Background: an optimization exercise with open tools, aiming at small area, a short achievable clock period and few clock cycles per item. Do not read the settings as production practice.
In this exercise RTL edits were held to simulation tests only and were not proved equivalent to the original.

<file path="run.sh">
#!/bin/bash
# synth_recipe.tcl (not shown) runs the flow's synth.tcl, then flattens the netlist and writes it again
# the make line also repeats each setting of config.mk as NAME=value (left out here)
make -C /OpenROAD-flow-scripts/flow DESIGN_CONFIG=/design/flow/config.mk WORK_HOME=/design/flow/orfs CLKGATE_MAP_FILE= SYNTH_SCRIPT=/design/flow/synth_recipe.tcl finish
</file>
<file path="config.mk">
export PLATFORM = sky130hd
export DESIGN_NAME = exe_stage
export DESIGN_NICKNAME = exe_stage
export VERILOG_FILES = /design/flow/design.v
export SDC_FILE = /design/flow/constraint.sdc
export NUM_CORES = 4
export LEC_CHECK = 0
export CAP_MARGIN = 20
export CORE_MARGIN = 2
export CORE_UTILIZATION = 40
export SETUP_SLACK_MARGIN = 0.6
export SLEW_MARGIN = 20
</file>
<file path="constraint.sdc">
create_clock -name core_clock -period 15.0 [get_ports {clk}]
set_input_delay 3.0000 -clock core_clock [delete_from_list [all_inputs] [get_ports {clk}]]
set_output_delay 3.0000 -clock core_clock [all_outputs]
set_load 0.01 [all_outputs]
</file>
<file path="design.v">
module exe_stage #(
    parameter int addrWidth = 15
) (
    input  logic                 clk,
    input  logic                 rst,
    input  logic                 flush,
    input  logic [addrWidth-1:0] pc,
    input  logic [31:0]          inst,
    input  logic [31:0]          imm,
    input  logic [31:0]          rs1_rdata,
    input  logic [31:0]          rs2_rdata,
    input  logic                 BP_taken,
    output logic [31:0]          exe_result,
    output logic                 result_valid,
    output logic                 stall_req,
    output logic                 redirect,
    output logic [addrWidth-1:0] redirect_pc
);
    localparam logic [6:0] OPC_OP     = 7'b0110011;
    localparam logic [6:0] OPC_OPIMM  = 7'b0010011;
    localparam logic [6:0] OPC_LUI    = 7'b0110111;
    localparam logic [6:0] OPC_AUIPC  = 7'b0010111;
    localparam logic [6:0] OPC_JAL    = 7'b1101111;
    localparam logic [6:0] OPC_JALR   = 7'b1100111;
    localparam logic [6:0] OPC_BRANCH = 7'b1100011;
    localparam logic [6:0] OPC_LOAD   = 7'b0000011;
    localparam logic [6:0] OPC_STORE  = 7'b0100011;
    typedef enum logic [1:0] {IDLE, BUSY, DONE} div_state_t;
    div_state_t state_reg, state_next;
    logic [6:0] opcode;
    logic [2:0] funct3;
    logic [6:0] funct7;
    assign opcode = inst[6:0];
    assign funct3 = inst[14:12];
    assign funct7 = inst[31:25];
    logic is_op, is_jal, is_jalr, is_branch, valid, is_mul, is_div;
    assign is_op     = (opcode == OPC_OP);
    assign is_jal    = (opcode == OPC_JAL);
    assign is_jalr   = (opcode == OPC_JALR);
    assign is_branch = (opcode == OPC_BRANCH);
    assign valid = (inst != 32'd0) &&
                   (is_op || opcode == OPC_OPIMM || opcode == OPC_LUI || opcode == OPC_AUIPC ||
                    is_jal || is_jalr || is_branch || opcode == OPC_LOAD || opcode == OPC_STORE);
    assign is_mul = is_op && (funct7 == 7'b0000001) && !funct3[2];
    assign is_div = is_op && (funct7 == 7'b0000001) && funct3[2];
    logic [31:0] op_b, alu_result;
    logic [4:0]  shamt;
    logic        alt;
    assign op_b  = is_op ? rs2_rdata : imm;
    assign shamt = op_b[4:0];
    assign alt   = inst[30] && (is_op || funct3 == 3'b101);
    always_comb begin
        alu_result = 32'd0;
        case (funct3)
            3'b000: alu_result = alt ? rs1_rdata - op_b : rs1_rdata + op_b;
            3'b001: alu_result = rs1_rdata << shamt;
            3'b010: alu_result = {31'd0, $signed(rs1_rdata) < $signed(op_b)};
            3'b011: alu_result = {31'd0, rs1_rdata < op_b};
            3'b100: alu_result = rs1_rdata ^ op_b;
            3'b101: alu_result = alt ? 32'($signed(rs1_rdata) >>> shamt) : rs1_rdata >> shamt;
            3'b110: alu_result = rs1_rdata | op_b;
            default: alu_result = rs1_rdata & op_b;
        endcase
    end
    logic               a_sgn, b_sgn;
    logic signed [65:0] mul_full;
    logic [31:0]        mul_result;
    assign a_sgn      = (funct3 != 3'b011);
    assign b_sgn      = !funct3[1];
    assign mul_full   = $signed({a_sgn & rs1_rdata[31], rs1_rdata}) *
                        $signed({b_sgn & rs2_rdata[31], rs2_rdata});
    assign mul_result = (funct3 == 3'b000) ? mul_full[31:0] : mul_full[63:32];
    logic                 cmp_taken, actual_taken;
    logic [31:0]          jalr_sum;
    logic [addrWidth-1:0] pc_plus4, target;
    always_comb begin
        cmp_taken = 1'b0;
        case (funct3)
            3'b000: cmp_taken = (rs1_rdata == rs2_rdata);
            3'b001: cmp_taken = (rs1_rdata != rs2_rdata);
            3'b100: cmp_taken = ($signed(rs1_rdata) < $signed(rs2_rdata));
            3'b101: cmp_taken = ($signed(rs1_rdata) >= $signed(rs2_rdata));
            3'b110: cmp_taken = (rs1_rdata < rs2_rdata);
            3'b111: cmp_taken = (rs1_rdata >= rs2_rdata);
            default: cmp_taken = 1'b0;
        endcase
    end
    assign actual_taken = is_jal || is_jalr || (is_branch && cmp_taken);
    assign jalr_sum     = rs1_rdata + imm;
    assign pc_plus4     = pc + addrWidth'(4);
    assign target       = is_jalr ? {jalr_sum[addrWidth-1:1], 1'b0} : pc + imm[addrWidth-1:0];
    logic [31:0] pc32, main_result;
    assign pc32 = {{(32 - addrWidth){1'b0}}, pc};
    always_comb begin
        main_result = 32'd0;
        case (opcode)
            OPC_OP:              main_result = is_mul ? mul_result : alu_result;
            OPC_OPIMM:           main_result = alu_result;
            OPC_LUI:             main_result = imm;
            OPC_AUIPC:           main_result = pc32 + imm;
            OPC_JAL, OPC_JALR:   main_result = {{(32 - addrWidth){1'b0}}, pc_plus4};
            OPC_LOAD, OPC_STORE: main_result = rs1_rdata + imm;
            default:             main_result = 32'd0;
        endcase
    end
    logic [4:0]  count_reg;
    logic [31:0] quot_reg, rem_reg, divisor_reg;
    logic        neg_q_reg, neg_r_reg;
    logic        div_signed, div_by_zero, div_ovf, div_start;
    logic [31:0] dividend_abs, divisor_abs, step_rem, step_quot;
    logic [32:0] step_shift, step_diff;
    logic        step_ge;
    assign div_signed   = !funct3[0];
    assign div_by_zero  = (rs2_rdata == 32'd0);
    assign div_ovf      = div_signed && rs1_rdata == 32'h8000_0000 && rs2_rdata == 32'hFFFF_FFFF;
    assign div_start    = valid && is_div && !flush && state_reg == IDLE;
    assign dividend_abs = (div_signed && rs1_rdata[31]) ? 32'd0 - rs1_rdata : rs1_rdata;
    assign divisor_abs  = (div_signed && rs2_rdata[31]) ? 32'd0 - rs2_rdata : rs2_rdata;
    assign step_shift   = {rem_reg, quot_reg[31]};
    assign step_diff    = step_shift - {1'b0, divisor_reg};
    assign step_ge      = !step_diff[32];
    assign step_rem     = step_ge ? step_diff[31:0] : step_shift[31:0];
    assign step_quot    = {quot_reg[30:0], step_ge};
    always_comb begin
        state_next = state_reg;
        if (flush) begin
            state_next = IDLE;
        end else begin
            case (state_reg)
                IDLE:    if (valid && is_div) state_next = (div_by_zero || div_ovf) ? DONE : BUSY;
                BUSY:    if (count_reg == 5'd31) state_next = DONE;
                DONE:    state_next = IDLE;
                default: state_next = IDLE;
            endcase
        end
    end
    always_ff @(posedge clk or posedge rst) begin
        if (rst) state_reg <= IDLE;
        else     state_reg <= state_next;
    end
    always_ff @(posedge clk or posedge rst) begin
        if (rst) begin
            count_reg   <= 5'd0;
            quot_reg    <= 32'd0;
            rem_reg     <= 32'd0;
            divisor_reg <= 32'd0;
            neg_q_reg   <= 1'b0;
            neg_r_reg   <= 1'b0;
        end else if (div_start) begin
            if (div_by_zero) begin
                quot_reg <= 32'hFFFF_FFFF;
                rem_reg  <= rs1_rdata;
            end else if (div_ovf) begin
                quot_reg <= 32'h8000_0000;
                rem_reg  <= 32'd0;
            end else begin
                quot_reg    <= dividend_abs;
                rem_reg     <= 32'd0;
                divisor_reg <= divisor_abs;
                neg_q_reg   <= div_signed && (rs1_rdata[31] ^ rs2_rdata[31]);
                neg_r_reg   <= div_signed && rs1_rdata[31];
                count_reg   <= 5'd0;
            end
        end else if (state_reg == BUSY && !flush) begin
            count_reg <= count_reg + 5'd1;
            if (count_reg == 5'd31) begin
                quot_reg <= neg_q_reg ? 32'd0 - step_quot : step_quot;
                rem_reg  <= neg_r_reg ? 32'd0 - step_rem : step_rem;
            end else begin
                quot_reg <= step_quot;
                rem_reg  <= step_rem;
            end
        end
    end
    always_comb begin
        exe_result   = 32'd0;
        result_valid = 1'b0;
        stall_req    = 1'b0;
        redirect     = 1'b0;
        redirect_pc  = valid ? (actual_taken ? target : pc_plus4) : '0;
        if (valid && !flush) begin
            if (is_div) begin
                if (state_reg == DONE) begin
                    result_valid = 1'b1;
                    exe_result   = funct3[1] ? rem_reg : quot_reg;
                end else begin
                    stall_req = 1'b1;
                end
            end else begin
                result_valid = 1'b1;
                exe_result   = main_result;
                redirect     = (actual_taken != BP_taken) || is_jalr;
            end
        end
    end
    logic unused_bits;
    assign unused_bits = ^{inst[24:15], inst[11:7], mul_full[65:64],
                           jalr_sum[31:addrWidth], jalr_sum[0]};
endmodule
</file>
==> flow_summary.ini <==
[worst_setup_path]
worst_setup_path_start_kind = input port
cpMostUsedCell = fa_1
required_ps = 12000
worstPathMaxFanout = 18
slowest_delay_ps = 640
cp_data_arrival_time_ps = 11310
cpMaxStageDelayCell = fa_1
crit_type = input port to output pin
cp-end-kind = output pin

[grt]
antenna_found_initial = 24
grt_pass1_vias = 60500
overflow = 0
grt_usage = 0.384
grt_pass1_wl_um = 437000
grt_max_degree = 66

[clocking]
cts_tree = yes
cts_made_buffers = 9
ctsHoldBuffers = 0
htree_levels = 3
clock_latency_ps = 390
clockBufferDepth = 2
cts_sinks = 105
path_clk_slew_ps = 90
root_buffer = clkbuf_16

[floorplan]
pin_count = 197
coreArea_um2 = 154000
fp.dieH_um = 397
initial_utilization = 0.402
rows = 144
die_area_um2 = 158000
dieWidth_um = 397

[sta]
finalHoldViolations = 0
tns_ps = 0
worst_slew_pin_slew_ps = 1310
fin_crit_ps = 14310
setup_viol = 0
final_max_slew_viol_count = 0
fin_crit_sh = 0.954
maxSlewHeadroom = 0.120
finalClockSkew_ps = 16.2
grt_setup_unrepaired = true
fmax_mhz = 69.9

[outcome]
outcome = timing/DRC/antenna clean

[synth]
seq_area_frac_synth = 0.0425
async_flop_share = 1.00
synth.ff_latch_count = 105
synthDistinctLibCells = 95
avgSynthCellArea_um2 = 7.91
synthFlopType = dfrtp_1
yosysWarningCount = 1
synth.net_count = 9558
synth_edf_count = 0
syn-instance-count = 7818
syn_area_um2 = 61800

[route]
viasPerCell = 5.90
wl_um = 308000
post_drt_wl_per_cell_um = 30.1
met3_wirelength_um = 25400
wl_met2_um = 135000
drtIter0Drc = 6266
drt-met1-wl_um = 125000
vias = 60400
top_layer_used = met5
drcViolationCount = 0
firstDrtPassIters = 7
ant_nets = 0

[layout]
final_common_cell = inv_1
n_fill_cell = 15400
layout_common_cells = inv_1 (1253), fa_1 (1118), nand2_1 (1056)
multiInputGateArea_um2 = 53500
area_growth_pct = 15.4
seqCellArea_um2 = 2630
drive_gt1_frac = 0.122
nets = 9897

[placed_design]
dpl.hpwl_um = 251000
port_buffers = 181
place.gp.congestion = 1.04

[flow_run]
cap_violations = 0

[worst_hold_path]
min_path_type = flop to flop
## metal layers
metal | GRT usage | vias to the layer above
li1 | - | 25800
met1 | 0.514 | 30700
met2 | 0.598 | 3181
met3 | 0.0529 | 705
met4 | 0.217 | 6
met5 | 0 | -
## Yosys cell counts (106+ instances only)
cell type  number  area (um2)
inv_1        1287        4830
fa_1         1130       22600
nand2_1      1064        3990
nor2_1        749        2810
ha_1          463        5790
a21oi_1       455        2280
o21ai_0       373        1870
clkbuf_1      363        1360
xnor2_1       211        1850
nor3_1        124         621
a21o_1        107         803
mux2i_1       106        1060
## through the flow
stage	utilization	setup slack [ps]	hold WS [ps]	std cells	cell area (um2)
floorplan	-	650	449	7818	61800
global placement	0.452	-651	465	10200	69500
detailed placement	0.452	-621	470	10200	69500
CTS	0.458	566	490	10200	70500
global route	0.464	446	508	10200	71400
finish	0.464	689	488	10200	71400
## final cells by class
type	count	share of cell area
antenna	18	0.000631
timing repair buffer	817	0.103
tap	2044	0.0358
multi-input combinational	5914	0.750
inverter	1310	0.0695
clock buffer	9	0.00316
sequential	105	0.0368
clock inverter	7	0.00110
## final timing paths
kind                                startpoint              to  slack [ps]  cells past startpoint
worst max-delay path             rs2_rdata[15]  exe_result[26]         690                     31
worst min-delay path            divisor_reg[5]  divisor_reg[5]         490                      2
worst max register to register    quot_reg[31]     rem_reg[30]        7890                     25
worst min register to register  divisor_reg[5]  divisor_reg[5]         490                      2
max in group asynchronous                  rst    quot_reg[29]       10640                      3
min in group asynchronous                  rst    state_reg[1]        3070                      2
## cells by family (layout without fill, tap and decap cells)
family,count (synthesis),count (layout),synth area share
adder cells (fa/ha/maj),1593,1593,0.459
AND/OR/NAND/NOR,2335,2335,0.161
AO/OA/AOI/OAI,1538,1538,0.158
other,0,18,0
XOR/XNOR,308,308,0.0436
flip-flops,105,105,0.0425
multiplexers,140,140,0.0253
buffers and inverters,1799,2143,0.110
## critical path: cells and delay by family
kind	cells	cell delay, ps
and+or+nand+nor	4	560
adders and majority gates	9	4420
AOI/OAI and AO/OA	7	1360
buffers and inverters	10	1590
xor gates and xnor gates	1	340
## what timing repair did
| item | in CTS | in global routing |
|---|---|---|
| setup buffers | 10 | 21 |
| gates cloned | 1 | 4 |
| gates resized for setup | 182 | 203 |
| setup endpoints to repair | 32 | 31 |
| pin swaps | 64 | 105 |
Testbench counts, summed over its fixed seeds: cycles 53,808, insts 24,000.

## afterwards: timing with drivers on the ports
Ports are ideal in the flow. The routed layout listed here was re-timed in OpenROAD.
Step 1, drivers: a clkbuf_16 drives clk and a buf_2 each remaining input, both assumed.
Step 2 adds t to the input delays and takes it off the output delays; t is the mean of the earliest and latest rising clock arrival at the registers after step 1. Input paths then give back, and output paths get back, about the clock's delay inside the block.
Three values: ideal ports, drivers, drivers and shift; two values: the first two.
t (ns): 0.445
slack for setup (ns): 0.689 / 0.596 / 0.596
slew at the worst register clock pin (ns): 0.09 / 0.09
After both steps setup and hold are still met in this run. For this run, drivers alone change the setup slack by -0.093 ns; drivers and shift together by -0.093 ns.
